Context: an optimization exercise on an open-source flow, tuned for small area, a short achievable clock period and few clock cycles per item. The choices shown serve that exercise and are no tape-out recipe. Where RTL was checked, it was by simulation tests only, not by an equivalence proof against the original. No functional check of the RTL was part of run 3. Power is estimated from default activity; no workload was simulated.

==> design/flow/design.v <==
module requant_pack #(
  parameter int MULT_W = 16,
  parameter int LANES  = 4
) (
  input  logic              ACLK,
  input  logic              ARESETN,
  input  logic [31:0]       SD_AXIS_TDATA,
  input  logic              SD_AXIS_TVALID,
  input  logic              SD_AXIS_TLAST,
  output logic              SD_AXIS_TREADY,
  input  logic [MULT_W-1:0] CFG_MULT,
  input  logic [4:0]        CFG_SHIFT,
  input  logic [7:0]        CFG_ZP,
  output logic [31:0]       MO_AXIS_TDATA,
  output logic [3:0]        MO_AXIS_TKEEP,
  output logic              MO_AXIS_TLAST,
  output logic              MO_AXIS_TVALID,
  input  logic              MO_AXIS_TREADY
);
  logic [7:0] p1_q, p2_q, n1_q;    
  logic       t8_q;                
  logic [4:0] sh_q;
  logic [7:0] zp_q;
  logic [7:0] rp1, rp2, rn1;
  logic [8:0] rc;                  
  logic [7:0] rg, rpp, rcy;
  always_comb begin
    for (int j = 0; j < 8; j++) begin
      rg[j]  = CFG_MULT[2*j+1] & CFG_MULT[2*j];
      rpp[j] = CFG_MULT[2*j+1];
    end
  end
  rp_ks8c u_rcarry (.g(rg), .p(rpp), .c(rcy));
  always_comb begin
    rc = {rcy, 1'b0};
    for (int j = 0; j < 8; j++) begin
      rp1[j]   = (CFG_MULT[2*j +: 2] == 2'd1 && !rc[j]) || (CFG_MULT[2*j +: 2] == 2'd0 && rc[j]);
      rp2[j]   = (CFG_MULT[2*j +: 2] == 2'd2 && !rc[j]) || (CFG_MULT[2*j +: 2] == 2'd1 && rc[j]);
      rn1[j]   = (CFG_MULT[2*j +: 2] == 2'd3 && !rc[j]) || (CFG_MULT[2*j +: 2] == 2'd2 && rc[j]);
    end
  end
  always_ff @(posedge ACLK) begin
    p1_q <= rp1;
    p2_q <= rp2;
    n1_q <= rn1;
    t8_q <= rc[8];
    sh_q <= CFG_SHIFT;
    zp_q <= CFG_ZP;
  end
  logic       in_xfer;
  logic [3:0] cred_q;
  logic       rdy_q;
  logic       pack;            
  logic [3:0] cred_d;
  assign SD_AXIS_TREADY = rdy_q;
  assign in_xfer        = SD_AXIS_TVALID && rdy_q;
  always_comb begin
    cred_d = cred_q;
    if (in_xfer && !pack)      cred_d = {cred_q[2:0], 1'b1};
    else if (!in_xfer && pack) cred_d = {1'b0, cred_q[3:1]};
  end
  always_ff @(posedge ACLK or negedge ARESETN) begin
    if (!ARESETN) begin
      cred_q <= 4'd0;
      rdy_q  <= 1'b1;
    end else begin
      cred_q <= cred_d;
      rdy_q  <= !cred_d[3];
    end
  end
  logic [31:0] a_q;
  logic        v1_q, l1_q;
  always_ff @(posedge ACLK) begin
    a_q  <= SD_AXIS_TDATA;
    l1_q <= SD_AXIS_TLAST;
  end
  logic [33:0] ax, ax2;
  logic [33:0] nr0, nr1, nr2, nr3, nr4, nr5, nr6, nr7;
  logic [31:0] nr8;
  logic        pr033, pr133, pr233, pr333, pr433, pr533, pr633, pr733, pr831;
  logic [7:0]  nneg;
  assign ax  = {{2{a_q[31]}}, a_q};
  assign ax2 = {a_q[31], a_q, 1'b0};
  logic [33:0] nax;
  assign nax = ~ax;
  for (genvar i = 0; i < 34; i++) begin : g_sel0
    rp_sel u (.d1(p1_q[0]), .a1(ax[i]), .d2(p2_q[0]), .a2(ax2[i]), .dn(n1_q[0]), .an(nax[i]),
              .y(nr0[i]));
  end
  for (genvar i = 0; i < 34; i++) begin : g_sel1
    rp_sel u (.d1(p1_q[1]), .a1(ax[i]), .d2(p2_q[1]), .a2(ax2[i]), .dn(n1_q[1]), .an(nax[i]),
              .y(nr1[i]));
  end
  for (genvar i = 0; i < 34; i++) begin : g_sel2
    rp_sel u (.d1(p1_q[2]), .a1(ax[i]), .d2(p2_q[2]), .a2(ax2[i]), .dn(n1_q[2]), .an(nax[i]),
              .y(nr2[i]));
  end
  for (genvar i = 0; i < 34; i++) begin : g_sel3
    rp_sel u (.d1(p1_q[3]), .a1(ax[i]), .d2(p2_q[3]), .a2(ax2[i]), .dn(n1_q[3]), .an(nax[i]),
              .y(nr3[i]));
  end
  for (genvar i = 0; i < 34; i++) begin : g_sel4
    rp_sel u (.d1(p1_q[4]), .a1(ax[i]), .d2(p2_q[4]), .a2(ax2[i]), .dn(n1_q[4]), .an(nax[i]),
              .y(nr4[i]));
  end
  for (genvar i = 0; i < 34; i++) begin : g_sel5
    rp_sel u (.d1(p1_q[5]), .a1(ax[i]), .d2(p2_q[5]), .a2(ax2[i]), .dn(n1_q[5]), .an(nax[i]),
              .y(nr5[i]));
  end
  for (genvar i = 0; i < 34; i++) begin : g_sel6
    rp_sel u (.d1(p1_q[6]), .a1(ax[i]), .d2(p2_q[6]), .a2(ax2[i]), .dn(n1_q[6]), .an(nax[i]),
              .y(nr6[i]));
  end
  for (genvar i = 0; i < 34; i++) begin : g_sel7
    rp_sel u (.d1(p1_q[7]), .a1(ax[i]), .d2(p2_q[7]), .a2(ax2[i]), .dn(n1_q[7]), .an(nax[i]),
              .y(nr7[i]));
  end
  assign nr8 = ~({32{t8_q}} & a_q);
  assign pr033 = ~nr0[33];
  assign pr133 = ~nr1[33];
  assign pr233 = ~nr2[33];
  assign pr333 = ~nr3[33];
  assign pr433 = ~nr4[33];
  assign pr533 = ~nr5[33];
  assign pr633 = ~nr6[33];
  assign pr733 = ~nr7[33];
  assign pr831 = ~nr8[31];
  assign nneg  = ~n1_q;
  logic ts1, tc1, ts2, tc2, ts3, tc3, ts4, tc4, ts5, tc5, ts6, tc6;
  logic ts7, tc7, ts8, tc8, ts9, tc9, ts10, tc10, ts11, tc11, ts12, tc12;
  logic ts13, tc13, ts14, tc14, ts15, tc15, ts16, tc16, ts17, tc17, ts18, tc18;
  logic ts19, tc19, ts20, tc20, ts21, tc21, ts22, tc22, ts23, tc23, ts24, tc24;
  logic ts25, tc25, ts26, tc26, ts27, tc27, ts28, tc28, ts29, tc29, ts30, tc30;
  logic ts31, tc31, ts32, tc32, ts33, tc33, ts34, tc34, ts35, tc35, ts36, tc36;
  logic ts37, tc37, ts38, tc38, ts39, tc39, ts40, tc40, ts41, tc41, ts42, tc42;
  logic ts43, tc43, ts44, tc44, ts45, tc45, ts46, tc46, ts47, tc47, ts48, tc48;
  logic ts49, tc49, ts50, tc50, ts51, tc51, ts52, tc52, ts53, tc53, ts54, tc54;
  logic ts55, tc55, ts56, tc56, ts57, tc57, ts58, tc58, ts59, tc59, ts60, tc60;
  logic ts61, tc61, ts62, tc62, ts63, tc63, ts64, tc64, ts65, tc65, ts66, tc66;
  logic ts67, tc67, ts68, tc68, ts69, tc69, ts70, tc70, ts71, tc71, ts72, tc72;
  logic ts73, tc73, ts74, tc74, ts75, tc75, ts76, tc76, ts77, tc77, ts78, tc78;
  logic ts79, tc79, ts80, tc80, ts81, tc81, ts82, tc82, ts83, tc83, ts84, tc84;
  logic ts85, tc85, ts86, tc86, ts87, tc87, ts88, tc88, ts89, tc89, ts90, tc90;
  logic ts91, tc91, ts92, tc92, ts93, tc93, ts94, tc94, ts95, tc95, ts96, tc96;
  logic ts97, tc97, ts98, tc98, ts99, tc99, ts100, tc100, ts101, tc101, ts102, tc102;
  logic ts103, tc103, ts104, tc104, ts105, tc105, ts106, tc106, ts107, tc107, ts108, tc108;
  logic ts109, tc109, ts110, tc110, ts111, tc111, ts112, tc112, ts113, tc113, ts114, tc114;
  logic ts115, tc115, ts116, tc116, ts117, tc117, ts118, tc118, ts119, tc119, ts120, tc120;
  logic ts121, tc121, ts122, tc122, ts123, tc123, ts124, tc124, ts125, tc125, ts126, tc126;
  logic ts127, tc127, ts128, tc128, ts129, tc129, ts130, tc130, ts131, tc131, ts132, tc132;
  logic ts133, tc133, ts134, tc134, ts135, tc135, ts136, tc136, ts137, tc137, ts138, tc138;
  logic ts139, tc139, ts140, tc140, ts141, tc141, ts142, tc142, ts143, tc143, ts144, tc144;
  logic ts145, tc145, ts146, tc146, ts147, tc147, ts148, tc148, ts149, tc149, ts150, tc150;
  logic ts151, tc151, ts152, tc152, ts153, tc153, ts154, tc154, ts155, tc155, ts156, tc156;
  logic ts157, tc157, ts158, tc158, ts159, tc159, ts160, tc160, ts161, tc161, ts162, tc162;
  logic ts163, tc163, ts164, tc164, ts165, tc165, ts166, tc166, ts167, tc167, ts168, tc168;
  logic ts169, tc169, ts170, tc170, ts171, tc171, ts172, tc172, ts173, tc173, ts174, tc174;
  logic ts175, tc175, ts176, tc176, ts177, tc177, ts178, tc178, ts179, tc179, ts180, tc180;
  logic ts181, tc181, ts182, tc182, ts183, tc183, ts184, tc184, ts185, tc185, ts186, tc186;
  logic ts187, tc187, ts188, tc188, ts189, tc189, ts190, tc190, ts191, tc191, ts192, tc192;
  logic ts193, tc193, ts194, tc194, ts195, tc195, ts196, tc196, ts197, tc197, ts198, tc198;
  logic ts199, tc199, ts200, tc200, ts201, tc201, ts202, tc202, ts203, tc203, ts204, tc204;
  logic ts205, tc205, ts206, tc206, ts207, tc207, ts208, tc208, ts209, tc209, ts210, tc210;
  logic ts211, tc211, ts212, tc212, ts213, tc213, ts214, tc214, ts215, tc215, ts216, tc216;
  logic ts217, tc217, ts218, tc218, ts219, tc219, ts220, tc220, ts221, tc221, ts222, tc222;
  logic ts223, tc223, ts224, tc224, ts225, tc225, ts226, tc226, ts227, tc227, ts228, tc228;
  logic ts229, tc229, ts230, tc230, ts231, tc231, ts232, tc232, ts233, tc233, ts234, tc234;
  logic ts235, tc235, ts236, tc236, ts237, tc237, ts238, tc238, ts239, tc239, ts240, tc240;
  logic ts241, tc241, ts242, tc242, ts243, tc243, ts244, tc244, ts245, tc245;
  assign ts1 = ~(nr0[10] ^ nr1[8]);
  assign tc1 = nr0[10] | nr1[8];
  assign ts2 = ~(nr0[11] ^ nr1[9]);
  assign tc2 = nr0[11] | nr1[9];
  rp_fa u_fa3 (.x(nr0[12]), .y(nr1[10]), .z(nr2[8]), .s(ts3), .c(tc3));
  assign ts4 = ~(nr3[6] ^ nr4[4]);
  assign tc4 = nr3[6] | nr4[4];
  rp_fa u_fa5 (.x(nr0[13]), .y(nr1[11]), .z(nr2[9]), .s(ts5), .c(tc5));
  assign ts6 = ~(nr3[7] ^ nr4[5]);
  assign tc6 = nr3[7] | nr4[5];
  rp_fa u_fa7 (.x(nr0[14]), .y(nr1[12]), .z(nr2[10]), .s(ts7), .c(tc7));
  rp_fa u_fa8 (.x(nr3[8]), .y(nr4[6]), .z(nr5[4]), .s(ts8), .c(tc8));
  assign ts9 = ~(nr6[2] ^ nr7[0]);
  assign tc9 = nr6[2] | nr7[0];
  rp_fa u_fa10 (.x(nr0[15]), .y(nr1[13]), .z(nr2[11]), .s(ts10), .c(tc10));
  rp_fa u_fa11 (.x(nr3[9]), .y(nr4[7]), .z(nr5[5]), .s(ts11), .c(tc11));
  assign ts12 = ~(nr6[3] ^ nr7[1]);
  assign tc12 = nr6[3] | nr7[1];
  rp_fa u_fa13 (.x(nr0[16]), .y(nr1[14]), .z(nr2[12]), .s(ts13), .c(tc13));
  rp_fa u_fa14 (.x(nr3[10]), .y(nr4[8]), .z(nr5[6]), .s(ts14), .c(tc14));
  rp_fa u_fa15 (.x(nr6[4]), .y(nr7[2]), .z(nr8[0]), .s(ts15), .c(tc15));
  rp_fa u_fa16 (.x(nr0[17]), .y(nr1[15]), .z(nr2[13]), .s(ts16), .c(tc16));
  rp_fa u_fa17 (.x(nr3[11]), .y(nr4[9]), .z(nr5[7]), .s(ts17), .c(tc17));
  rp_fa u_fa18 (.x(nr6[5]), .y(nr7[3]), .z(nr8[1]), .s(ts18), .c(tc18));
  rp_fa u_fa19 (.x(nr0[18]), .y(nr1[16]), .z(nr2[14]), .s(ts19), .c(tc19));
  rp_fa u_fa20 (.x(nr3[12]), .y(nr4[10]), .z(nr5[8]), .s(ts20), .c(tc20));
  rp_fa u_fa21 (.x(nr6[6]), .y(nr7[4]), .z(nr8[2]), .s(ts21), .c(tc21));
  rp_fa u_fa22 (.x(nr0[19]), .y(nr1[17]), .z(nr2[15]), .s(ts22), .c(tc22));
  rp_fa u_fa23 (.x(nr3[13]), .y(nr4[11]), .z(nr5[9]), .s(ts23), .c(tc23));
  rp_fa u_fa24 (.x(nr6[7]), .y(nr7[5]), .z(nr8[3]), .s(ts24), .c(tc24));
  rp_fa u_fa25 (.x(nr0[20]), .y(nr1[18]), .z(nr2[16]), .s(ts25), .c(tc25));
  rp_fa u_fa26 (.x(nr3[14]), .y(nr4[12]), .z(nr5[10]), .s(ts26), .c(tc26));
  rp_fa u_fa27 (.x(nr6[8]), .y(nr7[6]), .z(nr8[4]), .s(ts27), .c(tc27));
  rp_fa u_fa28 (.x(nr0[21]), .y(nr1[19]), .z(nr2[17]), .s(ts28), .c(tc28));
  rp_fa u_fa29 (.x(nr3[15]), .y(nr4[13]), .z(nr5[11]), .s(ts29), .c(tc29));
  rp_fa u_fa30 (.x(nr6[9]), .y(nr7[7]), .z(nr8[5]), .s(ts30), .c(tc30));
  rp_fa u_fa31 (.x(nr0[22]), .y(nr1[20]), .z(nr2[18]), .s(ts31), .c(tc31));
  rp_fa u_fa32 (.x(nr3[16]), .y(nr4[14]), .z(nr5[12]), .s(ts32), .c(tc32));
  rp_fa u_fa33 (.x(nr6[10]), .y(nr7[8]), .z(nr8[6]), .s(ts33), .c(tc33));
  rp_fa u_fa34 (.x(nr0[23]), .y(nr1[21]), .z(nr2[19]), .s(ts34), .c(tc34));
  rp_fa u_fa35 (.x(nr3[17]), .y(nr4[15]), .z(nr5[13]), .s(ts35), .c(tc35));
  rp_fa u_fa36 (.x(nr6[11]), .y(nr7[9]), .z(nr8[7]), .s(ts36), .c(tc36));
  rp_fa u_fa37 (.x(nr0[24]), .y(nr1[22]), .z(nr2[20]), .s(ts37), .c(tc37));
  rp_fa u_fa38 (.x(nr3[18]), .y(nr4[16]), .z(nr5[14]), .s(ts38), .c(tc38));
  rp_fa u_fa39 (.x(nr6[12]), .y(nr7[10]), .z(nr8[8]), .s(ts39), .c(tc39));
  rp_fa u_fa40 (.x(nr0[25]), .y(nr1[23]), .z(nr2[21]), .s(ts40), .c(tc40));
  rp_fa u_fa41 (.x(nr3[19]), .y(nr4[17]), .z(nr5[15]), .s(ts41), .c(tc41));
  rp_fa u_fa42 (.x(nr6[13]), .y(nr7[11]), .z(nr8[9]), .s(ts42), .c(tc42));
  rp_fa u_fa43 (.x(nr0[26]), .y(nr1[24]), .z(nr2[22]), .s(ts43), .c(tc43));
  rp_fa u_fa44 (.x(nr3[20]), .y(nr4[18]), .z(nr5[16]), .s(ts44), .c(tc44));
  rp_fa u_fa45 (.x(nr6[14]), .y(nr7[12]), .z(nr8[10]), .s(ts45), .c(tc45));
  rp_fa u_fa46 (.x(nr0[27]), .y(nr1[25]), .z(nr2[23]), .s(ts46), .c(tc46));
  rp_fa u_fa47 (.x(nr3[21]), .y(nr4[19]), .z(nr5[17]), .s(ts47), .c(tc47));
  rp_fa u_fa48 (.x(nr6[15]), .y(nr7[13]), .z(nr8[11]), .s(ts48), .c(tc48));
  rp_fa u_fa49 (.x(nr0[28]), .y(nr1[26]), .z(nr2[24]), .s(ts49), .c(tc49));
  rp_fa u_fa50 (.x(nr3[22]), .y(nr4[20]), .z(nr5[18]), .s(ts50), .c(tc50));
  rp_fa u_fa51 (.x(nr6[16]), .y(nr7[14]), .z(nr8[12]), .s(ts51), .c(tc51));
  rp_fa u_fa52 (.x(nr0[29]), .y(nr1[27]), .z(nr2[25]), .s(ts52), .c(tc52));
  rp_fa u_fa53 (.x(nr3[23]), .y(nr4[21]), .z(nr5[19]), .s(ts53), .c(tc53));
  rp_fa u_fa54 (.x(nr6[17]), .y(nr7[15]), .z(nr8[13]), .s(ts54), .c(tc54));
  rp_fa u_fa55 (.x(nr0[30]), .y(nr1[28]), .z(nr2[26]), .s(ts55), .c(tc55));
  rp_fa u_fa56 (.x(nr3[24]), .y(nr4[22]), .z(nr5[20]), .s(ts56), .c(tc56));
  rp_fa u_fa57 (.x(nr6[18]), .y(nr7[16]), .z(nr8[14]), .s(ts57), .c(tc57));
  rp_fa u_fa58 (.x(nr0[31]), .y(nr1[29]), .z(nr2[27]), .s(ts58), .c(tc58));
  rp_fa u_fa59 (.x(nr3[25]), .y(nr4[23]), .z(nr5[21]), .s(ts59), .c(tc59));
  rp_fa u_fa60 (.x(nr6[19]), .y(nr7[17]), .z(nr8[15]), .s(ts60), .c(tc60));
  rp_fa u_fa61 (.x(nr0[32]), .y(nr1[30]), .z(nr2[28]), .s(ts61), .c(tc61));
  rp_fa u_fa62 (.x(nr3[26]), .y(nr4[24]), .z(nr5[22]), .s(ts62), .c(tc62));
  rp_fa u_fa63 (.x(nr6[20]), .y(nr7[18]), .z(nr8[16]), .s(ts63), .c(tc63));
  rp_fa u_fa64 (.x(nr1[31]), .y(nr2[29]), .z(nr3[27]), .s(ts64), .c(tc64));
  rp_fa u_fa65 (.x(nr4[25]), .y(nr5[23]), .z(nr6[21]), .s(ts65), .c(tc65));
  rp_fa u_fa66 (.x(nr7[19]), .y(nr8[17]), .z(nr0[33]), .s(ts66), .c(tc66));
  rp_fa u_fa67 (.x(nr1[32]), .y(nr2[30]), .z(nr3[28]), .s(ts67), .c(tc67));
  rp_fa u_fa68 (.x(nr4[26]), .y(nr5[24]), .z(nr6[22]), .s(ts68), .c(tc68));
  rp_fa u_fa69 (.x(nr7[20]), .y(nr8[18]), .z(nr0[33]), .s(ts69), .c(tc69));
  rp_fa u_fa70 (.x(pr133), .y(nr2[31]), .z(nr3[29]), .s(ts70), .c(tc70));
  rp_fa u_fa71 (.x(nr4[27]), .y(nr5[25]), .z(nr6[23]), .s(ts71), .c(tc71));
  rp_fa u_fa72 (.x(nr7[21]), .y(nr8[19]), .z(pr033), .s(ts72), .c(tc72));
  rp_fa u_fa73 (.x(nr2[32]), .y(nr3[30]), .z(nr4[28]), .s(ts73), .c(tc73));
  rp_fa u_fa74 (.x(nr5[26]), .y(nr6[24]), .z(nr7[22]), .s(ts74), .c(tc74));
  assign ts75 = ~(nr8[20] ^ 1'b0);
  assign tc75 = nr8[20] | 1'b0;
  rp_fa u_fa76 (.x(pr233), .y(nr3[31]), .z(nr4[29]), .s(ts76), .c(tc76));
  rp_fa u_fa77 (.x(nr5[27]), .y(nr6[25]), .z(nr7[23]), .s(ts77), .c(tc77));
  rp_fa u_fa78 (.x(nr3[32]), .y(nr4[30]), .z(nr5[28]), .s(ts78), .c(tc78));
  assign ts79 = ~(nr6[26] ^ nr7[24]);
  assign tc79 = nr6[26] | nr7[24];
  rp_fa u_fa80 (.x(pr333), .y(nr4[31]), .z(nr5[29]), .s(ts80), .c(tc80));
  assign ts81 = ~(nr4[32] ^ nr5[30]);
  assign tc81 = nr4[32] | nr5[30];
  assign ts82 = ~(nr0[6] ^ nr1[4]);
  assign tc82 = nr0[6] | nr1[4];
  assign ts83 = ~(nr0[7] ^ nr1[5]);
  assign tc83 = nr0[7] | nr1[5];
  rp_fa u_fa84 (.x(nr0[8]), .y(nr1[6]), .z(nr2[4]), .s(ts84), .c(tc84));
  assign ts85 = ~(nr3[2] ^ nr4[0]);
  assign tc85 = nr3[2] | nr4[0];
  rp_fa u_fa86 (.x(nr0[9]), .y(nr1[7]), .z(nr2[5]), .s(ts86), .c(tc86));
  assign ts87 = ~(nr3[3] ^ nr4[1]);
  assign tc87 = nr3[3] | nr4[1];
  rp_fa u_fa88 (.x(nr2[6]), .y(nr3[4]), .z(nr4[2]), .s(ts88), .c(tc88));
  rp_fa u_fa89 (.x(nr5[0]), .y(nneg[5]), .z(ts1), .s(ts89), .c(tc89));
  rp_fa u_fa90 (.x(nr2[7]), .y(nr3[5]), .z(nr4[3]), .s(ts90), .c(tc90));
  rp_fa u_fa91 (.x(nr5[1]), .y(tc1), .z(ts2), .s(ts91), .c(tc91));
  rp_fa u_fa92 (.x(nr5[2]), .y(nr6[0]), .z(nneg[6]), .s(ts92), .c(tc92));
  rp_fa u_fa93 (.x(tc2), .y(ts3), .z(ts4), .s(ts93), .c(tc93));
  rp_fa u_fa94 (.x(nr5[3]), .y(nr6[1]), .z(tc3), .s(ts94), .c(tc94));
  rp_fa u_fa95 (.x(tc4), .y(ts5), .z(ts6), .s(ts95), .c(tc95));
  rp_fa u_fa96 (.x(nneg[7]), .y(tc5), .z(tc6), .s(ts96), .c(tc96));
  rp_fa u_fa97 (.x(ts7), .y(ts8), .z(ts9), .s(ts97), .c(tc97));
  rp_fa u_fa98 (.x(tc7), .y(tc8), .z(tc9), .s(ts98), .c(tc98));
  rp_fa u_fa99 (.x(ts10), .y(ts11), .z(ts12), .s(ts99), .c(tc99));
  rp_fa u_fa100 (.x(tc10), .y(tc11), .z(tc12), .s(ts100), .c(tc100));
  rp_fa u_fa101 (.x(ts13), .y(ts14), .z(ts15), .s(ts101), .c(tc101));
  rp_fa u_fa102 (.x(tc13), .y(tc14), .z(tc15), .s(ts102), .c(tc102));
  rp_fa u_fa103 (.x(ts16), .y(ts17), .z(ts18), .s(ts103), .c(tc103));
  rp_fa u_fa104 (.x(tc16), .y(tc17), .z(tc18), .s(ts104), .c(tc104));
  rp_fa u_fa105 (.x(ts19), .y(ts20), .z(ts21), .s(ts105), .c(tc105));
  rp_fa u_fa106 (.x(tc19), .y(tc20), .z(tc21), .s(ts106), .c(tc106));
  rp_fa u_fa107 (.x(ts22), .y(ts23), .z(ts24), .s(ts107), .c(tc107));
  rp_fa u_fa108 (.x(tc22), .y(tc23), .z(tc24), .s(ts108), .c(tc108));
  rp_fa u_fa109 (.x(ts25), .y(ts26), .z(ts27), .s(ts109), .c(tc109));
  rp_fa u_fa110 (.x(tc25), .y(tc26), .z(tc27), .s(ts110), .c(tc110));
  rp_fa u_fa111 (.x(ts28), .y(ts29), .z(ts30), .s(ts111), .c(tc111));
  rp_fa u_fa112 (.x(tc28), .y(tc29), .z(tc30), .s(ts112), .c(tc112));
  rp_fa u_fa113 (.x(ts31), .y(ts32), .z(ts33), .s(ts113), .c(tc113));
  rp_fa u_fa114 (.x(tc31), .y(tc32), .z(tc33), .s(ts114), .c(tc114));
  rp_fa u_fa115 (.x(ts34), .y(ts35), .z(ts36), .s(ts115), .c(tc115));
  rp_fa u_fa116 (.x(tc34), .y(tc35), .z(tc36), .s(ts116), .c(tc116));
  rp_fa u_fa117 (.x(ts37), .y(ts38), .z(ts39), .s(ts117), .c(tc117));
  rp_fa u_fa118 (.x(tc37), .y(tc38), .z(tc39), .s(ts118), .c(tc118));
  rp_fa u_fa119 (.x(ts40), .y(ts41), .z(ts42), .s(ts119), .c(tc119));
  rp_fa u_fa120 (.x(tc40), .y(tc41), .z(tc42), .s(ts120), .c(tc120));
  rp_fa u_fa121 (.x(ts43), .y(ts44), .z(ts45), .s(ts121), .c(tc121));
  rp_fa u_fa122 (.x(tc43), .y(tc44), .z(tc45), .s(ts122), .c(tc122));
  rp_fa u_fa123 (.x(ts46), .y(ts47), .z(ts48), .s(ts123), .c(tc123));
  rp_fa u_fa124 (.x(tc46), .y(tc47), .z(tc48), .s(ts124), .c(tc124));
  rp_fa u_fa125 (.x(ts49), .y(ts50), .z(ts51), .s(ts125), .c(tc125));
  rp_fa u_fa126 (.x(tc49), .y(tc50), .z(tc51), .s(ts126), .c(tc126));
  rp_fa u_fa127 (.x(ts52), .y(ts53), .z(ts54), .s(ts127), .c(tc127));
  rp_fa u_fa128 (.x(tc52), .y(tc53), .z(tc54), .s(ts128), .c(tc128));
  rp_fa u_fa129 (.x(ts55), .y(ts56), .z(ts57), .s(ts129), .c(tc129));
  rp_fa u_fa130 (.x(tc55), .y(tc56), .z(tc57), .s(ts130), .c(tc130));
  rp_fa u_fa131 (.x(ts58), .y(ts59), .z(ts60), .s(ts131), .c(tc131));
  rp_fa u_fa132 (.x(tc58), .y(tc59), .z(tc60), .s(ts132), .c(tc132));
  rp_fa u_fa133 (.x(ts61), .y(ts62), .z(ts63), .s(ts133), .c(tc133));
  rp_fa u_fa134 (.x(tc61), .y(tc62), .z(tc63), .s(ts134), .c(tc134));
  rp_fa u_fa135 (.x(ts64), .y(ts65), .z(ts66), .s(ts135), .c(tc135));
  rp_fa u_fa136 (.x(tc64), .y(tc65), .z(tc66), .s(ts136), .c(tc136));
  rp_fa u_fa137 (.x(ts67), .y(ts68), .z(ts69), .s(ts137), .c(tc137));
  rp_fa u_fa138 (.x(tc67), .y(tc68), .z(tc69), .s(ts138), .c(tc138));
  rp_fa u_fa139 (.x(ts70), .y(ts71), .z(ts72), .s(ts139), .c(tc139));
  rp_fa u_fa140 (.x(tc70), .y(tc71), .z(tc72), .s(ts140), .c(tc140));
  rp_fa u_fa141 (.x(ts73), .y(ts74), .z(ts75), .s(ts141), .c(tc141));
  rp_fa u_fa142 (.x(nr8[21]), .y(tc73), .z(tc74), .s(ts142), .c(tc142));
  rp_fa u_fa143 (.x(tc75), .y(ts76), .z(ts77), .s(ts143), .c(tc143));
  rp_fa u_fa144 (.x(nr8[22]), .y(1'b0), .z(tc76), .s(ts144), .c(tc144));
  rp_fa u_fa145 (.x(tc77), .y(ts78), .z(ts79), .s(ts145), .c(tc145));
  rp_fa u_fa146 (.x(nr6[27]), .y(nr7[25]), .z(nr8[23]), .s(ts146), .c(tc146));
  rp_fa u_fa147 (.x(tc78), .y(tc79), .z(ts80), .s(ts147), .c(tc147));
  rp_fa u_fa148 (.x(nr6[28]), .y(nr7[26]), .z(nr8[24]), .s(ts148), .c(tc148));
  rp_fa u_fa149 (.x(1'b0), .y(tc80), .z(ts81), .s(ts149), .c(tc149));
  rp_fa u_fa150 (.x(pr433), .y(nr5[31]), .z(nr6[29]), .s(ts150), .c(tc150));
  rp_fa u_fa151 (.x(nr7[27]), .y(nr8[25]), .z(tc81), .s(ts151), .c(tc151));
  rp_fa u_fa152 (.x(nr5[32]), .y(nr6[30]), .z(nr7[28]), .s(ts152), .c(tc152));
  assign ts153 = ~(nr8[26] ^ 1'b0);
  assign tc153 = nr8[26] | 1'b0;
  rp_fa u_fa154 (.x(pr533), .y(nr6[31]), .z(nr7[29]), .s(ts154), .c(tc154));
  assign ts155 = ~(nr6[32] ^ nr7[30]);
  assign tc155 = nr6[32] | nr7[30];
  assign ts156 = ~(nr0[4] ^ nr1[2]);
  assign tc156 = nr0[4] | nr1[2];
  assign ts157 = ~(nr0[5] ^ nr1[3]);
  assign tc157 = nr0[5] | nr1[3];
  rp_fa u_fa158 (.x(nr2[2]), .y(nr3[0]), .z(nneg[3]), .s(ts158), .c(tc158));
  rp_fa u_fa159 (.x(nr2[3]), .y(nr3[1]), .z(tc82), .s(ts159), .c(tc159));
  rp_fa u_fa160 (.x(nneg[4]), .y(tc83), .z(ts84), .s(ts160), .c(tc160));
  rp_fa u_fa161 (.x(tc84), .y(tc85), .z(ts86), .s(ts161), .c(tc161));
  rp_fa u_fa162 (.x(tc86), .y(tc87), .z(ts88), .s(ts162), .c(tc162));
  rp_fa u_fa163 (.x(tc88), .y(tc89), .z(ts90), .s(ts163), .c(tc163));
  rp_fa u_fa164 (.x(tc90), .y(tc91), .z(ts92), .s(ts164), .c(tc164));
  rp_fa u_fa165 (.x(tc92), .y(tc93), .z(ts94), .s(ts165), .c(tc165));
  rp_fa u_fa166 (.x(tc94), .y(tc95), .z(ts96), .s(ts166), .c(tc166));
  rp_fa u_fa167 (.x(tc96), .y(tc97), .z(ts98), .s(ts167), .c(tc167));
  rp_fa u_fa168 (.x(tc98), .y(tc99), .z(ts100), .s(ts168), .c(tc168));
  rp_fa u_fa169 (.x(tc100), .y(tc101), .z(ts102), .s(ts169), .c(tc169));
  rp_fa u_fa170 (.x(tc102), .y(tc103), .z(ts104), .s(ts170), .c(tc170));
  rp_fa u_fa171 (.x(tc104), .y(tc105), .z(ts106), .s(ts171), .c(tc171));
  rp_fa u_fa172 (.x(tc106), .y(tc107), .z(ts108), .s(ts172), .c(tc172));
  rp_fa u_fa173 (.x(tc108), .y(tc109), .z(ts110), .s(ts173), .c(tc173));
  rp_fa u_fa174 (.x(tc110), .y(tc111), .z(ts112), .s(ts174), .c(tc174));
  rp_fa u_fa175 (.x(tc112), .y(tc113), .z(ts114), .s(ts175), .c(tc175));
  rp_fa u_fa176 (.x(tc114), .y(tc115), .z(ts116), .s(ts176), .c(tc176));
  rp_fa u_fa177 (.x(tc116), .y(tc117), .z(ts118), .s(ts177), .c(tc177));
  rp_fa u_fa178 (.x(tc118), .y(tc119), .z(ts120), .s(ts178), .c(tc178));
  rp_fa u_fa179 (.x(tc120), .y(tc121), .z(ts122), .s(ts179), .c(tc179));
  rp_fa u_fa180 (.x(tc122), .y(tc123), .z(ts124), .s(ts180), .c(tc180));
  rp_fa u_fa181 (.x(tc124), .y(tc125), .z(ts126), .s(ts181), .c(tc181));
  rp_fa u_fa182 (.x(tc126), .y(tc127), .z(ts128), .s(ts182), .c(tc182));
  rp_fa u_fa183 (.x(tc128), .y(tc129), .z(ts130), .s(ts183), .c(tc183));
  rp_fa u_fa184 (.x(tc130), .y(tc131), .z(ts132), .s(ts184), .c(tc184));
  rp_fa u_fa185 (.x(tc132), .y(tc133), .z(ts134), .s(ts185), .c(tc185));
  rp_fa u_fa186 (.x(tc134), .y(tc135), .z(ts136), .s(ts186), .c(tc186));
  rp_fa u_fa187 (.x(tc136), .y(tc137), .z(ts138), .s(ts187), .c(tc187));
  rp_fa u_fa188 (.x(tc138), .y(tc139), .z(ts140), .s(ts188), .c(tc188));
  rp_fa u_fa189 (.x(tc140), .y(tc141), .z(ts142), .s(ts189), .c(tc189));
  rp_fa u_fa190 (.x(tc142), .y(tc143), .z(ts144), .s(ts190), .c(tc190));
  rp_fa u_fa191 (.x(tc144), .y(tc145), .z(ts146), .s(ts191), .c(tc191));
  rp_fa u_fa192 (.x(tc146), .y(tc147), .z(ts148), .s(ts192), .c(tc192));
  rp_fa u_fa193 (.x(tc148), .y(tc149), .z(ts150), .s(ts193), .c(tc193));
  rp_fa u_fa194 (.x(tc150), .y(tc151), .z(ts152), .s(ts194), .c(tc194));
  rp_fa u_fa195 (.x(nr8[27]), .y(tc152), .z(tc153), .s(ts195), .c(tc195));
  rp_fa u_fa196 (.x(nr8[28]), .y(1'b0), .z(tc154), .s(ts196), .c(tc196));
  rp_fa u_fa197 (.x(pr633), .y(nr7[31]), .z(nr8[29]), .s(ts197), .c(tc197));
  assign ts198 = ~(nr7[32] ^ nr8[30]);
  assign tc198 = nr7[32] | nr8[30];
  assign ts199 = ~(pr733 ^ pr831);
  assign tc199 = pr733 | pr831;
  assign ts200 = ~(nr0[2] ^ nr1[0]);
  assign tc200 = nr0[2] | nr1[0];
  assign ts201 = ~(nr0[3] ^ nr1[1]);
  assign tc201 = nr0[3] | nr1[1];
  rp_fa u_fa202 (.x(nr2[0]), .y(nneg[2]), .z(ts156), .s(ts202), .c(tc202));
  rp_fa u_fa203 (.x(nr2[1]), .y(tc156), .z(ts157), .s(ts203), .c(tc203));
  rp_fa u_fa204 (.x(ts82), .y(tc157), .z(ts158), .s(ts204), .c(tc204));
  rp_fa u_fa205 (.x(ts83), .y(tc158), .z(ts159), .s(ts205), .c(tc205));
  rp_fa u_fa206 (.x(ts85), .y(tc159), .z(ts160), .s(ts206), .c(tc206));
  rp_fa u_fa207 (.x(ts87), .y(tc160), .z(ts161), .s(ts207), .c(tc207));
  rp_fa u_fa208 (.x(ts89), .y(tc161), .z(ts162), .s(ts208), .c(tc208));
  rp_fa u_fa209 (.x(ts91), .y(tc162), .z(ts163), .s(ts209), .c(tc209));
  rp_fa u_fa210 (.x(ts93), .y(tc163), .z(ts164), .s(ts210), .c(tc210));
  rp_fa u_fa211 (.x(ts95), .y(tc164), .z(ts165), .s(ts211), .c(tc211));
  rp_fa u_fa212 (.x(ts97), .y(tc165), .z(ts166), .s(ts212), .c(tc212));
  rp_fa u_fa213 (.x(ts99), .y(tc166), .z(ts167), .s(ts213), .c(tc213));
  rp_fa u_fa214 (.x(ts101), .y(tc167), .z(ts168), .s(ts214), .c(tc214));
  rp_fa u_fa215 (.x(ts103), .y(tc168), .z(ts169), .s(ts215), .c(tc215));
  rp_fa u_fa216 (.x(ts105), .y(tc169), .z(ts170), .s(ts216), .c(tc216));
  rp_fa u_fa217 (.x(ts107), .y(tc170), .z(ts171), .s(ts217), .c(tc217));
  rp_fa u_fa218 (.x(ts109), .y(tc171), .z(ts172), .s(ts218), .c(tc218));
  rp_fa u_fa219 (.x(ts111), .y(tc172), .z(ts173), .s(ts219), .c(tc219));
  rp_fa u_fa220 (.x(ts113), .y(tc173), .z(ts174), .s(ts220), .c(tc220));
  rp_fa u_fa221 (.x(ts115), .y(tc174), .z(ts175), .s(ts221), .c(tc221));
  rp_fa u_fa222 (.x(ts117), .y(tc175), .z(ts176), .s(ts222), .c(tc222));
  rp_fa u_fa223 (.x(ts119), .y(tc176), .z(ts177), .s(ts223), .c(tc223));
  rp_fa u_fa224 (.x(ts121), .y(tc177), .z(ts178), .s(ts224), .c(tc224));
  rp_fa u_fa225 (.x(ts123), .y(tc178), .z(ts179), .s(ts225), .c(tc225));
  rp_fa u_fa226 (.x(ts125), .y(tc179), .z(ts180), .s(ts226), .c(tc226));
  rp_fa u_fa227 (.x(ts127), .y(tc180), .z(ts181), .s(ts227), .c(tc227));
  rp_fa u_fa228 (.x(ts129), .y(tc181), .z(ts182), .s(ts228), .c(tc228));
  rp_fa u_fa229 (.x(ts131), .y(tc182), .z(ts183), .s(ts229), .c(tc229));
  rp_fa u_fa230 (.x(ts133), .y(tc183), .z(ts184), .s(ts230), .c(tc230));
  rp_fa u_fa231 (.x(ts135), .y(tc184), .z(ts185), .s(ts231), .c(tc231));
  rp_fa u_fa232 (.x(ts137), .y(tc185), .z(ts186), .s(ts232), .c(tc232));
  rp_fa u_fa233 (.x(ts139), .y(tc186), .z(ts187), .s(ts233), .c(tc233));
  rp_fa u_fa234 (.x(ts141), .y(tc187), .z(ts188), .s(ts234), .c(tc234));
  rp_fa u_fa235 (.x(ts143), .y(tc188), .z(ts189), .s(ts235), .c(tc235));
  rp_fa u_fa236 (.x(ts145), .y(tc189), .z(ts190), .s(ts236), .c(tc236));
  rp_fa u_fa237 (.x(ts147), .y(tc190), .z(ts191), .s(ts237), .c(tc237));
  rp_fa u_fa238 (.x(ts149), .y(tc191), .z(ts192), .s(ts238), .c(tc238));
  rp_fa u_fa239 (.x(ts151), .y(tc192), .z(ts193), .s(ts239), .c(tc239));
  rp_fa u_fa240 (.x(ts153), .y(tc193), .z(ts194), .s(ts240), .c(tc240));
  rp_fa u_fa241 (.x(ts154), .y(tc194), .z(ts195), .s(ts241), .c(tc241));
  rp_fa u_fa242 (.x(ts155), .y(tc195), .z(ts196), .s(ts242), .c(tc242));
  rp_fa u_fa243 (.x(tc155), .y(tc196), .z(ts197), .s(ts243), .c(tc243));
  rp_fa u_fa244 (.x(1'b0), .y(tc197), .z(ts198), .s(ts244), .c(tc244));
  rp_fa u_fa245 (.x(1'b0), .y(tc198), .z(ts199), .s(ts245), .c(tc245));
  logic [47:0] nra, nrb;
  assign nra = {tc244, tc243, tc242, tc241, tc240, tc239, tc238, tc237, tc236, tc235, tc234, tc233, tc232, tc231, tc230, tc229, tc228, tc227, tc226, tc225, tc224, tc223, tc222, tc221, tc220, tc219, tc218, tc217, tc216, tc215, tc214, tc213, tc212, tc211, tc210, tc209, tc208, tc207, tc206, tc205, tc204, tc203, tc202, tc201, tc200, nneg[1], nr0[1], nr0[0]};
  assign nrb = {ts245, ts244, ts243, ts242, ts241, ts240, ts239, ts238, ts237, ts236, ts235, ts234, ts233, ts232, ts231, ts230, ts229, ts228, ts227, ts226, ts225, ts224, ts223, ts222, ts221, ts220, ts219, ts218, ts217, ts216, ts215, ts214, ts213, ts212, ts211, ts210, ts209, ts208, ts207, ts206, ts205, ts204, ts203, ts202, ts201, ts200, 1'b1, nneg[0]};
  logic [47:0] nra_q, nrb_q;
  logic        v2_q, l2_q;
  always_ff @(posedge ACLK) begin
    nra_q <= nra;
    nrb_q <= nrb;
    l2_q  <= l1_q;
  end
  logic [47:0] p;
  logic [48:0] px;
  logic [12:0] win4;           
  logic [4:0]  gz, go;
  logic [48:0] psum;
  assign psum = {nra_q, 1'b1} + {nrb_q, 1'b1};
  assign p    = ~psum[48:1];
  assign px = {p, 1'b0};
  always_comb begin
    win4 = 13'(px >> {sh_q[4:2], 2'b00});
    for (int g = 0; g < 5; g++) begin
      gz[g] = 1'b1;
      go[g] = 1'b1;
      for (int i = 8 + 8 * g; i < 16 + 8 * g && i < 47; i++) begin
        if (i >= 39 || 5'(i - 8) >= sh_q) begin
          gz[g] = gz[g] & ~p[i];
          go[g] = go[g] & p[i];
        end
      end
    end
  end
  logic [12:0] win4_q;
  logic [4:0]  gz_q, go_q;
  logic        sgn_q;
  logic        v3_q, l3_q;
  always_ff @(posedge ACLK) begin
    win4_q <= win4;
    gz_q   <= gz;
    go_q   <= go;
    sgn_q  <= p[47];
    l3_q   <= l2_q;
  end
  always_ff @(posedge ACLK or negedge ARESETN) begin
    if (!ARESETN) begin
      v1_q <= 1'b0;
      v2_q <= 1'b0;
      v3_q <= 1'b0;
    end else begin
      v1_q <= in_xfer;
      v2_q <= v1_q;
      v3_q <= v2_q;
    end
  end
  logic [9:0] win;             
  logic [9:0] v;
  logic [7:0] q;
  logic       ovf;
  assign ovf = sgn_q ? !(&go_q) : !(&gz_q);
  logic [9:0] zsum;
  rp_ks10 u_zadd (
    .x  ({win[9], win[9:1]}),
    .y  ({{2{zp_q[7]}}, zp_q}),
    .ci (win[0]),
    .s  (zsum)
  );
  always_comb begin
    win = 10'(win4_q >> sh_q[1:0]);
    v = zsum;
    if (ovf)                           q = sgn_q ? 8'h80 : 8'h7F;
    else if (!v[9] && v[8:7] != 2'b00) q = 8'h7F;
    else if (v[9] && v[8:7] != 2'b11)  q = 8'h80;
    else                               q = v[7:0];
  end
  logic [8:0] fifo_q [4];
  logic [2:0] wp_q, rp_q;
  logic       fempty;
  logic       can_pack, fifo_push, fifo_pop;
  logic [7:0] pq;
  logic       pl;
  assign fempty    = (wp_q == rp_q);
  assign can_pack  = !MO_AXIS_TVALID || MO_AXIS_TREADY;
  assign fifo_pop  = can_pack && !fempty;
  assign fifo_push = v3_q && !(can_pack && fempty);
  assign pack      = can_pack && (!fempty || v3_q);
  assign {pl, pq}  = fempty ? {l3_q, q} : fifo_q[rp_q[1:0]];
  always_ff @(posedge ACLK) begin
    if (fifo_push) fifo_q[wp_q[1:0]] <= {l3_q, q};
  end
  always_ff @(posedge ACLK or negedge ARESETN) begin
    if (!ARESETN) begin
      wp_q <= 3'd0;
      rp_q <= 3'd0;
    end else begin
      if (fifo_push) wp_q <= wp_q + 3'd1;
      if (fifo_pop)  rp_q <= rp_q + 3'd1;
    end
  end
  logic [31:0] tdata_q;
  logic [3:1]  tkeep_q;
  logic        tlast_q, tvalid_q;
  logic [1:0]  lane_q;
  logic        done;
  assign done = (lane_q == 2'd3) || pl;
  always_ff @(posedge ACLK) begin
    if (pack) begin
      for (int k = 0; k < 4; k++) begin
        if (lane_q == 2'(k))     tdata_q[8*k +: 8] <= pq;
        else if (lane_q < 2'(k)) tdata_q[8*k +: 8] <= 8'd0;
      end
      for (int k = 1; k < 4; k++) tkeep_q[k] <= (lane_q >= 2'(k));
      tlast_q <= pl;
    end
  end
  always_ff @(posedge ACLK or negedge ARESETN) begin
    if (!ARESETN) begin
      lane_q   <= 2'd0;
      tvalid_q <= 1'b0;
    end else begin
      if (pack) begin
        lane_q   <= done ? 2'd0 : lane_q + 2'd1;
        tvalid_q <= done;
      end else if (MO_AXIS_TREADY) begin
        tvalid_q <= 1'b0;
      end
    end
  end
  assign MO_AXIS_TDATA  = tdata_q;
  assign MO_AXIS_TKEEP  = {tkeep_q, 1'b1};
  assign MO_AXIS_TLAST  = tlast_q;
  assign MO_AXIS_TVALID = tvalid_q;
endmodule
module rp_fa (
  input  logic x,
  input  logic y,
  input  logic z,
  output logic s,
  output logic c
);
  assign s = x ^ y ^ z;
  assign c = (x & y) | (x & z) | (y & z);
endmodule
module rp_gp (
  input  logic gh,
  input  logic ph,
  input  logic gl,
  input  logic pl,
  output logic g,
  output logic p
);
  assign g = gh | (ph & gl);
  assign p = ph & pl;
endmodule
module rp_g (
  input  logic gh,
  input  logic ph,
  input  logic gl,
  output logic g
);
  assign g = gh | (ph & gl);
endmodule
module rp_ks8c (
  input  logic [7:0] g,
  input  logic [7:0] p,
  output logic [7:0] c
);
  logic [7:0] g1, p1, g2, p2;
  assign g1[0] = g[0];
  assign p1[0] = p[0];
  for (genvar j = 1; j < 8; j++) begin : l1
    rp_gp u (.gh(g[j]), .ph(p[j]), .gl(g[j-1]), .pl(p[j-1]), .g(g1[j]), .p(p1[j]));
  end
  assign g2[1:0] = g1[1:0];
  assign p2[1:0] = p1[1:0];
  for (genvar j = 2; j < 8; j++) begin : l2
    rp_gp u (.gh(g1[j]), .ph(p1[j]), .gl(g1[j-2]), .pl(p1[j-2]), .g(g2[j]), .p(p2[j]));
  end
  assign c[3:0] = g2[3:0];
  for (genvar j = 4; j < 8; j++) begin : l3
    rp_g u (.gh(g2[j]), .ph(p2[j]), .gl(g2[j-4]), .g(c[j]));
  end
endmodule
module rp_ks10 (
  input  logic [9:0] x,
  input  logic [9:0] y,
  input  logic       ci,
  output logic [9:0] s
);
  logic [9:0] g0, p0, g1, p1, g2, p2, g3, p3, c;
  assign p0 = x ^ y;
  rp_g u_b0 (.gh(x[0] & y[0]), .ph(p0[0]), .gl(ci), .g(g0[0]));
  assign g0[9:1] = x[9:1] & y[9:1];
  assign g1[0] = g0[0];
  assign p1[0] = p0[0];
  for (genvar i = 1; i < 10; i++) begin : l1
    rp_gp u (.gh(g0[i]), .ph(p0[i]), .gl(g0[i-1]), .pl(p0[i-1]), .g(g1[i]), .p(p1[i]));
  end
  assign g2[1:0] = g1[1:0];
  assign p2[1:0] = p1[1:0];
  for (genvar i = 2; i < 10; i++) begin : l2
    rp_gp u (.gh(g1[i]), .ph(p1[i]), .gl(g1[i-2]), .pl(p1[i-2]), .g(g2[i]), .p(p2[i]));
  end
  assign g3[3:0] = g2[3:0];
  assign p3[3:0] = p2[3:0];
  for (genvar i = 4; i < 10; i++) begin : l3
    rp_gp u (.gh(g2[i]), .ph(p2[i]), .gl(g2[i-4]), .pl(p2[i-4]), .g(g3[i]), .p(p3[i]));
  end
  assign c[7:0] = g3[7:0];
  for (genvar i = 8; i < 10; i++) begin : l4
    rp_g u (.gh(g3[i]), .ph(p3[i]), .gl(g3[i-8]), .g(c[i]));
  end
  assign s = p0 ^ {c[8:0], ci};
endmodule
module rp_sel (
  input  logic d1,
  input  logic a1,
  input  logic d2,
  input  logic a2,
  input  logic dn,
  input  logic an,
  output logic y
);
  assign y = ~((d1 & a1) | (d2 & a2) | (dn & an));
endmodule
==> design/flow/flow/run.sh <==
#!/bin/bash
set -e
echo "export SETUP_SLACK_MARGIN = 6.6" >> "$FLOW_CONFIG"
echo "export BUFFER_PORTS_ARGS = -buffer_cell sky130_fd_sc_hd__buf_2" >> "$FLOW_CONFIG"
bash standard.sh > standard.log 2>&1
==> design/flow/standard.sh <==
#!/bin/bash
# synth_recipe.tcl (not shown) runs the flow's synth.tcl, then flattens the netlist and writes it again
# the make line also repeats each setting of config.mk as NAME=value (left out here)
make -C /OpenROAD-flow-scripts/flow DESIGN_CONFIG=/design/flow/config.mk WORK_HOME=/design/flow/orfs CLKGATE_MAP_FILE= SYNTH_SCRIPT=/design/flow/synth_recipe.tcl "${@:-finish}"
==> design/flow/config.mk <==
export PLATFORM = sky130hd
export DESIGN_NAME = requant_pack
export DESIGN_NICKNAME = requant_pack
export VERILOG_FILES = /design/flow/design.v
export SDC_FILE = /design/flow/constraint.sdc
export NUM_CORES = 4
export LEC_CHECK = 0
export CAP_MARGIN = 20
export CORE_MARGIN = 2
export CORE_UTILIZATION = 40
export CTS_BUF_LIST = sky130_fd_sc_hd__clkbuf_8
export SLEW_MARGIN = 20
export SYNTH_HIERARCHICAL = 1
export SYNTH_MINIMUM_KEEP_SIZE = 0
export SETUP_SLACK_MARGIN = 6.6
export BUFFER_PORTS_ARGS = -buffer_cell sky130_fd_sc_hd__buf_2
==> design/flow/constraint.sdc <==
create_clock -name core_clock -period 10.0 [get_ports {ACLK}]
set_input_delay 2.0000 -clock core_clock [delete_from_list [all_inputs] [get_ports {ACLK}]]
set_output_delay 2.0000 -clock core_clock [all_outputs]
set_load 0.01 [all_outputs]
==> qor_table.md, run 1 <==
| Result | This run | Unit |
|---|---|---|
| Fmax achieved | 0.295 | GHz |
| DR WL met2 | 29800 | um |
| Tightest slew margin relative to the limit | 33.7 | % |
| Vias after detailed routing | 17.8k | - |
| Worst r2r dst | nrb_q[24] | - |
| Number of buffer cells added on primary ports | 103 | - |
| Endpoint class of the critical path | flop | - |
| Number of warnings reported in the yosys synthesis log | 7 | - |
| Hold wc startpoint | l1_q | - |
| Ant. Diodes | 0 | - |
| Summed negative setup slack over all endpoints | 0 | ps |
| First-pass iteration count of the detailed router | 19 | - |
| R2R cell count | 7 | - |
| Total CTS buffers | 51 | - |
| Final wirelength | 63600 | um |
| Sink Count | 281 | - |
| Internal power summed over all cells | 0.00490 | W |
| Share of total power in the clock network | 13.6 | % |
| Detailed-route wire length on metal 1 | 25000 | um |
| Worst hold path endpoint | l2_q | - |
| Chip width | 233 | um |
| CTS Buffer Depth | 3 | - |
| Area of combinational cells with multiple inputs | 14300 | um^2 |
| Met3 Routed Length | 6840 | um |
| Setup repair after global routing missed its margin | true | - |
| Die Outline Area | 54400 | um^2 |
| Pins over their slew limit | 0 | - |
| Clock root buffer | clkbuf_8 | - |
| Core Rows | 84 | - |
| Final cycle utilization of the critical path | 33.9 | % |
| Vias in the first global route | 17.9k | - |
| H-tree levels | 2 | - |
| Congestion Overflow GR | 0 | - |
| Count of cells along the worst hold path | 0 | - |
| Filler instances | 4802 | - |
| WP data arrival | 3890 | ps |
| TritonCTS clock tree | built | - |
| Setup Crit Path Kind | flop to flop | - |
| Largest net degree at the start of global routing | 50 | - |
| Initial antenna violation count | 0 | - |
| Growth of design area from synthesis to finish | 17.6 | % |
| Minimum hold slack | 333 | ps |
| Post-synthesis instance area | 21000 | um^2 |
| Initial cell density of the core | 40.3 | % |
| Wire length per cell | 22.6 | um |
| Internal reg-to-reg setup slack | 6610 | ps |
| Placeable core area | 52200 | um^2 |
| Synthesized area per cell | 11.2 | um^2 |
| Number of max-capacitance violations reported | 0 | - |
| DRC errors left | 0 | - |
| Peak fanout along the critical path | 18 | - |
| Endpoints failing setup | 0 | - |
| Height of the die | 233 | um |
| Run status | no timing/DRC/antenna violations | - |
| Wire length of the first global-routing pass | 99700 | um |
| Sequential share of power | 20.6 | % |
| Worst min-delay path category | flop to flop | - |
| Highest metal layer with signal wires | met4 | - |
| Initial drt markers | 3570 | - |
| Placed instance count | 2662 | - |
| Non-filler cells, final | 2818 | - |
| Leakage Power | 9.64 | nW |
| Detailed-route vias per instance | 6.33 | - |
| Transition time at the pin with the least slew margin | 984 | ps |
| Half-perimeter wire length after detailed placement | 43000 | um |
| Post-CTS clock slew at the launch and capture registers of the worst setup and hold paths | 70 | ps |
| Final hold vios | 0 | - |
| Gp weighted congestion | 0.899 | - |
| Combined global-route utilization of all metal layers | 23.1 | % |
| Peak ir drop on the vdd network | 0.142 | mV |
| Setup clock skew after layout | 41.2 | ps |
| Switching pwr | 0.00425 | W |
| Fraction of power spent switching nets | 46.4 | % |
| Ports | 105 | - |
| Final critical path time including I/O delays and setup | 3390 | ps |
| Final design utilization | 47.3 | % |
| Area of all sequential standard cells | 6560 | um^2 |
| Layout cells sized above 1 | 20.6 | % |
| Required time at the endpoint of the critical path | 10500 | ps |
| Sort of element at the start of the critical path | flop | - |
| Post-detailed-route count of antenna-violating nets | 0 | - |
| Launch instance of the worst register-to-register path | a_q[12] | - |
| Fraction of power consumed by combinational cells | 65.8 | % |
| Power Density | 370 | nW/um^2 |
| Number of standard cells after synthesis | 1880 | - |
| Later-pin clock latency in the skew report | 650 | ps |
| Final nets | 2463 | - |
## sequential cells by signal, summed over array words and instances, names as in the netlist, 4 cells and up
register  flops
a_q          32
cred_q        4
fifo_q       36
go_q          5
gz_q          5
n1_q          8
nra_q        48
nrb_q        47
p1_q          8
p2_q          8
sh_q          5
tdata_q      32
win4_q       13
zp_q          8
## critical path, stage by stage (launching register included)
cell,delay (ps)
dfxtp_4,490
clkinvlp_4,190
buf_4,180
a222oi_1,390
fa_1,520
fa_1,470
fa_1,470
fa_1,550
## timing repair
action	4_1_cts	5_1_grt
pin swaps	3	27
setup buffers	8	52
hold buffers	0	0
endpoints found under the setup margin	128	104
resized for setup	62	82
gates cloned	1	0
## worst max-delay path by stage
stage | startpoint | to | slack (ps) | cells past startpoint
4_1_cts | a_q[10] | nrb_q[21] | 6600 | 6
3_3_place_gp | sh_q[0] | tdata_q[27] | 5910 | 13
2_1_floorplan | a_q[31] | nrb_q[36] | 6470 | 7
5_1_grt | nrb_q[20] | win4_q[7] | 6490 | 11
6_report | a_q[12] | nrb_q[24] | 6610 | 7
3_5_place_dp | sh_q[0] | tdata_q[29] | 5760 | 13
## power groups by stage
| stage | Clock [W] | Sequential, W | Combinational [W] |
|---|---|---|---|
| global placement | 0 | 0.00192 | 0.00541 |
| global route | 0.00134 | 0.00193 | 0.00668 |
| floorplan | 0 | 0.00192 | 0.00395 |
| finish | 0.00124 | 0.00189 | 0.00602 |
| CTS | 0.00129 | 0.00190 | 0.00560 |
| detailed placement | 0 | 0.00193 | 0.00550 |
## placed cells by master (no fill, tap or decap), types with 7 or more instances in the layout
master / count
o21ai_0: 63
dfxtp_4: 32
mux2i_4: 7
and2_1: 46
ha_4: 7
conb_1: 14
clkinv_2: 10
mux4_2: 26
a222oi_1: 273
fa_1: 220
xnor2_1: 36
nand2b_1: 15
xor2_1: 27
o211ai_1: 10
a21o_1: 55
clkbuf_8: 61
ha_1: 78
nand3_1: 20
o21ai_1: 10
clkinvlp_4: 12
nand4_1: 12
xor2_2: 7
mux2i_1: 8
edfxtp_1: 72
nand3b_1: 8
bufinv_16: 7
dfxtp_1: 157
nand2_1: 109
buf_4: 83
inv_1: 157
dfrtp_1: 15
a21oi_1: 78
a211oi_1: 10
buf_2: 103
nor2b_1: 29
nor2_1: 76
## cell type report
cell class	instances	share of cell area [%]
multi-input cells	1405	57.7
flip-flops and latches	281	26.5
repair buffers	191	4.94
well taps	688	3.48
clock buffers	61	3.39
inverters	157	2.53
clock inverters	34	1.42
repair inverters	1	0.0304
## per-layer routing
layer	vias up	global-route usage, %
met5	-	0
met3	191	5.21
li1	7793	-
met1	8674	30.0
met2	1180	38.0
met4	0	7.74
## metrics by stage
| step | worst slack (ps) | area, um^2 | power (W) |
|---|---|---|---|
| 2_1_floorplan | 6470 | 21100 | 0.00587 |
| 3_3_place_gp | 5910 | 22500 | 0.00733 |
| 3_5_place_dp | 5760 | 22500 | 0.00742 |
| 4_1_cts | 6600 | 23900 | 0.00879 |
| 5_1_grt | 6490 | 24700 | 0.00994 |
| 6_report | 6610 | 24700 | 0.00915 |
Testbench counts, summed over its fixed seeds: cycles 16,416, items 16,384.
==> run 2: changes to the inputs <==
--- a/design/flow/config.mk
+++ b/design/flow/config.mk
@@ -7,2 +7,3 @@
 export LEC_CHECK = 0
+export ABC_AREA = 1
 export CAP_MARGIN = 20
==> qor_table.md, run 2 <==
| Result | This run | Unit |
|---|---|---|
| Run status | no timing/DRC/antenna violations | - |
| Fmax achieved | 0.302 | GHz |
| Number of max-capacitance violations reported | 0 | - |
| Wire length per cell | 16.0 | um |
| Combined global-route utilization of all metal layers | 24.1 | % |
| Congestion Overflow GR | 0 | - |
| Post-detailed-route count of antenna-violating nets | 0 | - |
| Leakage Power | 17.3 | nW |
| Power Density | 302 | nW/um^2 |
| Setup clock skew after layout | 55.1 | ps |
| Sink Count | 281 | - |
| First-pass iteration count of the detailed router | 5 | - |
| Growth of design area from synthesis to finish | 11.6 | % |
| Total CTS buffers | 52 | - |
| Placeable core area | 67000 | um^2 |
| Final hold vios | 0 | - |
| Setup repair after global routing missed its margin | false | - |
| Final design utilization | 45.0 | % |
| Most common cell after layout, fill and taps aside | nand2_1 | - |
| Wire length of the first global-routing pass | 133000 | um |
| Worst path buffer plus inverter count | 1 | - |
| H-tree levels | 2 | - |
| Largest register by flop count | nra_q | - |
| Transition time at the pin with the least slew margin | 1010 | ps |
| Height of the die | 264 | um |
| Minimum hold slack | 326 | ps |
| Endpoints failing setup | 0 | - |
| Overall power of the completed layout | 0.00910 | W |
| Filler instances | 7051 | - |
| Final Cell Area | 30200 | um^2 |
| Highest metal layer with signal wires | met4 | - |
| Endpoint class of the critical path | output port | - |
| Final cycle utilization of the critical path | 33.1 | % |
| Area after detailed placement | 28700 | um^2 |
| Setup Crit Path Kind | flop to output port | - |
| Number of standard cells after synthesis | 4158 | - |
| Clock root buffer | clkbuf_8 | - |
| Final critical path time including I/O delays and setup | 3310 | ps |
| Tightest slew margin relative to the limit | 32.4 | % |
| Ports | 105 | - |
| Cell with the biggest individual delay on the critical path | dfstp_2 | - |
| Number of buffer cells added on primary ports | 103 | - |
| Post-CTS clock slew at the launch and capture registers of the worst setup and hold paths | 60 | ps |
| Layout cells sized above 1 | 13.7 | % |
| Summed negative setup slack over all endpoints | 0 | ps |
| Die Outline Area | 69700 | um^2 |
| Gp weighted congestion | 0.977 | - |
| Sequence of cells on the critical path | buf_2 | - |
| Hold-fix buffers, CTS | 0 | - |
| Final wirelength | 83800 | um |
| Synthesized area per cell | 6.50 | um^2 |
| Initial antenna violation count | 1 | - |
| Number of flip-flops under the largest register name | 48 | - |
| Number of warnings reported in the yosys synthesis log | 7 | - |
| Peak per-stage delay on the critical path | 520 | ps |
| Commonest cells after routing, fill and taps aside | nand2_1, inv_1, nor2_2 | - |
| DR WL met2 | 38500 | um |
| CTS Buffer Depth | 3 | - |
| Core Rows | 95 | - |
| Met3 Routed Length | 5280 | um |
| Detailed-route vias per instance | 4.76 | - |
| Initial drt markers | 1993 | - |
| Final nets | 4714 | - |
| Peak ir drop on the vdd network | 0.173 | mV |
| Peak fanout along the critical path | 2 | - |
| Later-pin clock latency in the skew report | 680 | ps |
| Detailed-route wire length on metal 1 | 37400 | um |
| TritonCTS clock tree | built | - |
| Pins over their slew limit | 0 | - |
| Initial cell density of the core | 40.3 | % |
| Area of all sequential standard cells | 6550 | um^2 |
| Worst min-delay path category | flop to flop | - |
| DRC errors left | 0 | - |
| Cell type group with the largest total delay on the critical path | flip-flops | - |
| Chip width | 264 | um |
| Vias after detailed routing | 25.0k | - |
| Largest net degree at the start of global routing | 44 | - |
| Post-synthesis instance area | 27000 | um^2 |
| Sort of element at the start of the critical path | flop | - |
| Required time at the endpoint of the critical path | 8000 | ps |
| Area of combinational cells with multiple inputs | 17600 | um^2 |
| Vias in the first global route | 24.5k | - |
| WP data arrival | 1310 | ps |
| Half-perimeter wire length after detailed placement | 61900 | um |
run 2: layer usage:
layer | up-vias | GRT usage, %
li1 | 12700 | -
met1 | 11300 | 32.1
met2 | 794 | 40.4
met3 | 165 | 3.37
met4 | 0 | 7.89
met5 | - | 0
run 2: final timing paths:
kind / startpoint / cells after the start / to / slack, ps
hold / removal: l1_q / 0 / l2_q / 330
max in group asynchronous: ARESETN / 1 / rdy_q / 8430
setup / recovery: rdy_q / 1 / SD_AXIS_TREADY / 6690
hold reg to reg: l1_q / 0 / l2_q / 330
min in group asynchronous: ARESETN / 1 / wp_q[2] / 1250
setup reg to reg: a_q[14] / 8 / nrb_q[25] / 6740
run 2: power breakdown:
part,switching (W),internal (W),total (W)
clock,0.000517,0.000635,0.00115
sequential,0.000293,0.00169,0.00198
combinational,0.00390,0.00207,0.00597
total,0.00471,0.00439,0.00910
run 2: through the flow:
stage,instances,setup WS [ps]
finish,5252,6690
global route,5252,6570
CTS,5230,6610
detailed placement,5133,6010
global placement,5133,6110
floorplan,4170,6560
run 2: area by class of cell:
class                           count  area share [%]
Antenna cell                        1         0.00829
Clock buffer                       61            2.78
Clock inverter                     32           0.800
Inverter                          791            9.85
Multi-Input combinational cell   3069            58.5
Sequential cell                   281            21.7
Tap cell                          873            3.62
Timing Repair Buffer              143            2.72
Timing Repair inverter              1          0.0249
run 2: timing repair:
item / in CTS / in global routing
buffers inserted: 3 / 21
setup endpoints to repair: 116 / 86
resized for setup: 43 / 53
pin swaps: 0 / 12
gates cloned: 1 / 0
==> run 3: changes to the inputs <==
--- a/design/flow/design.v
+++ b/design/flow/design.v
@@ -64,3 +64,3 @@
       cred_q <= 4'd0;
-      rdy_q  <= 1'b1;
+      rdy_q  <= 1'b0;          
     end else begin
--- a/design/flow/config.mk
+++ b/design/flow/config.mk
@@ -7,3 +7,2 @@
 export LEC_CHECK = 0
-export ABC_AREA = 1
 export CAP_MARGIN = 20
@@ -12,2 +11,4 @@
 export CTS_BUF_LIST = sky130_fd_sc_hd__clkbuf_8
+export CTS_CLUSTER_DIAMETER = 60
+export CTS_CLUSTER_SIZE = 20
 export SLEW_MARGIN = 20
==> qor_table.md, run 3 <==
| Result | This run | Unit |
|---|---|---|
| Final Cell Area | 24100 | um^2 |
| Number of warnings reported in the yosys synthesis log | 7 | - |
| Initial drt markers | 3934 | - |
| Share of total power in the clock network | 9.5 | % |
| Fmax achieved | 0.300 | GHz |
| First-pass iteration count of the detailed router | 22 | - |
| Later-pin clock latency in the skew report | 650 | ps |
| Switching pwr | 0.00418 | W |
| Cell type group with the largest total delay on the critical path | adder cells | - |
| Number of flip-flops under the largest register name | 48 | - |
| Half-perimeter wire length after detailed placement | 43300 | um |
| Number of standard cells after synthesis | 1880 | - |
| Endpoints failing setup | 0 | - |
| Initial cell density of the core | 40.3 | % |
| Clock root buffer | clkbuf_8 | - |
| Growth of design area from synthesis to finish | 14.7 | % |
| Detailed-route vias per instance | 6.36 | - |
| Final design utilization | 46.2 | % |
| Number of buffer cells added on primary ports | 103 | - |
| Layout cells sized above 1 | 19.1 | % |
| Post-CTS clock slew at the launch and capture registers of the worst setup and hold paths | 110 | ps |
| Ports | 105 | - |
| Gp weighted congestion | 0.884 | - |
| Non-filler cells, final | 2771 | - |
| Final critical path time including I/O delays and setup | 3340 | ps |
| TritonCTS clock tree | built | - |
| DRC errors left | 0 | - |
| WP data arrival | 3870 | ps |
| Largest net degree at the start of global routing | 50 | - |
| Largest register by flop count | nra_q | - |
| Fraction of power consumed by combinational cells | 68.7 | % |
| Ant. Diodes | 0 | - |
| Internal power summed over all cells | 0.00445 | W |
| Most common cell after layout, fill and taps aside | a222oi_1 | - |
| Final hold vios | 0 | - |
| Cell with the biggest individual delay on the critical path | fa_1 | - |
| CTS Buffer Depth | 3 | - |
| Post-synthesis instance area | 21000 | um^2 |
| Number of max-capacitance violations reported | 0 | - |
| Post-detailed-route count of antenna-violating nets | 0 | - |
| Peak fanout along the critical path | 18 | - |
| Final wirelength | 63200 | um |
| Sequence of cells on the critical path | inv_1 -> a222oi_1 -> fa_1 -> fa_1 -> fa_1 -> fa_1 | - |
| H-tree levels | 1 | - |
| Congestion Overflow GR | 0 | - |
| Vias in the first global route | 17.7k | - |
| Vias after detailed routing | 17.6k | - |
| Peak ir drop on the vdd network | 0.146 | mV |
| Power Density | 358 | nW/um^2 |
| Core Rows | 84 | - |
| Sink Count | 281 | - |
| Area after detailed placement | 22500 | um^2 |
| CP dominant cell by count | fa_1 | - |
| Worst min-delay path category | flop to flop | - |
| Setup Crit Path Kind | flop to flop | - |
| Placed instance count | 2661 | - |
| Height of the die | 233 | um |
| Setup clock skew after layout | 47.8 | ps |
| Place WS | 5730 | ps |
| Tightest slew margin relative to the limit | 32.6 | % |
| Total CTS buffers | 26 | - |
| Run status | no timing/DRC/antenna violations | - |
| Final nets | 2438 | - |
| Fraction of power spent switching nets | 48.4 | % |
| Worst path buffer plus inverter count | 1 | - |
| Final cycle utilization of the critical path | 33.4 | % |
| Commonest cells after routing, fill and taps aside | a222oi_1, fa_1, dfxtp_1 | - |
| Leakage Power | 9.30 | nW |
| Placeable core area | 52200 | um^2 |
| Initial antenna violation count | 1 | - |
| Peak per-stage delay on the critical path | 580 | ps |
| Endpoint class of the critical path | flop | - |
| Post-route setup slack | 6660 | ps |
| Wire length of the first global-routing pass | 97600 | um |
| Sort of element at the start of the critical path | flop | - |
| Required time at the endpoint of the critical path | 10530 | ps |
| Combined global-route utilization of all metal layers | 22.5 | % |
| Wire length per cell | 22.8 | um |
| Synthesized area per cell | 11.2 | um^2 |
| Chip width | 233 | um |
| Pins over their slew limit | 0 | - |
| Transition time at the pin with the least slew margin | 1010 | ps |
| Setup repair after global routing missed its margin | true | - |
| Sequential share of power | 21.8 | % |
| Summed negative setup slack over all endpoints | 0 | ps |
| Die Outline Area | 54400 | um^2 |
[run 3: cell type report]
| type | instances | area, um^2 |
|---|---|---|
| clock buffer | 28 | 385 |
| clock inverter | 20 | 277 |
| fill | 4852 | 28100 |
| inverter | 157 | 634 |
| multi-input combinational | 1405 | 14200 |
| sequential | 281 | 6550 |
| tap | 688 | 861 |
| timing repair buffer | 191 | 1220 |
| timing repair inverter | 1 | 7.51 |
[run 3: power by group through the flow]
stage	clock [W]	sequential, W	combinational (W)
after floorplan	0	0.00192	0.00395
after global placement	0	0.00192	0.00545
after detailed placement	0	0.00193	0.00551
after CTS	0.000854	0.00190	0.00565
after global routing	0.000895	0.00192	0.00657
final	0.000818	0.00188	0.00593
[run 3: path summary, 6_finish.rpt]
kind                          from         to  slack [ps]  depth (start not counted)
max in group asynchronous  ARESETN    rp_q[0]        8350                          1
hold / removal                l1_q       l2_q         340                          0
setup / recovery           a_q[10]  nrb_q[17]        6660                          6
setup reg to reg           a_q[10]  nrb_q[17]        6660                          6
hold reg to reg               l1_q       l2_q         340                          0
min in group asynchronous  ARESETN  lane_q[1]        1310                          1
[run 3: through the flow]
stage,hold WS [ps],total power (W)
after floorplan,310,0.00587
after global placement,321,0.00737
after detailed placement,314,0.00744
after CTS,344,0.00840
after global routing,351,0.00938
final,340,0.00863
[run 3: layer usage]
layer	global-route usage, %	part of all wire [%]	vias up
met2	37.4	47	1167
met1	29.1	39	8570
met3	4.79	10	168
met5	0	0.021	-
met4	7.80	3.3	2
li1	-	-	7726
[run 3: repair_timing]
item                                   in CTS  in global routing
setup endpoints to repair                 131                106
cloned                                      1                  0
hold buffers                                0                  0
buffers inserted                            7                 54
pin swaps                                   1                 25
endpoints found under the hold margin       0                  0
resized for setup                          66                 66

Check on run 3: ideal ports give 6.662 ns setup slack; a clkbuf_16 on the clock port and buf_2 on the inputs give 6.662 ns; moving port delays by the midpoint clock arrival (0.680 ns) as well gives 6.199 ns.
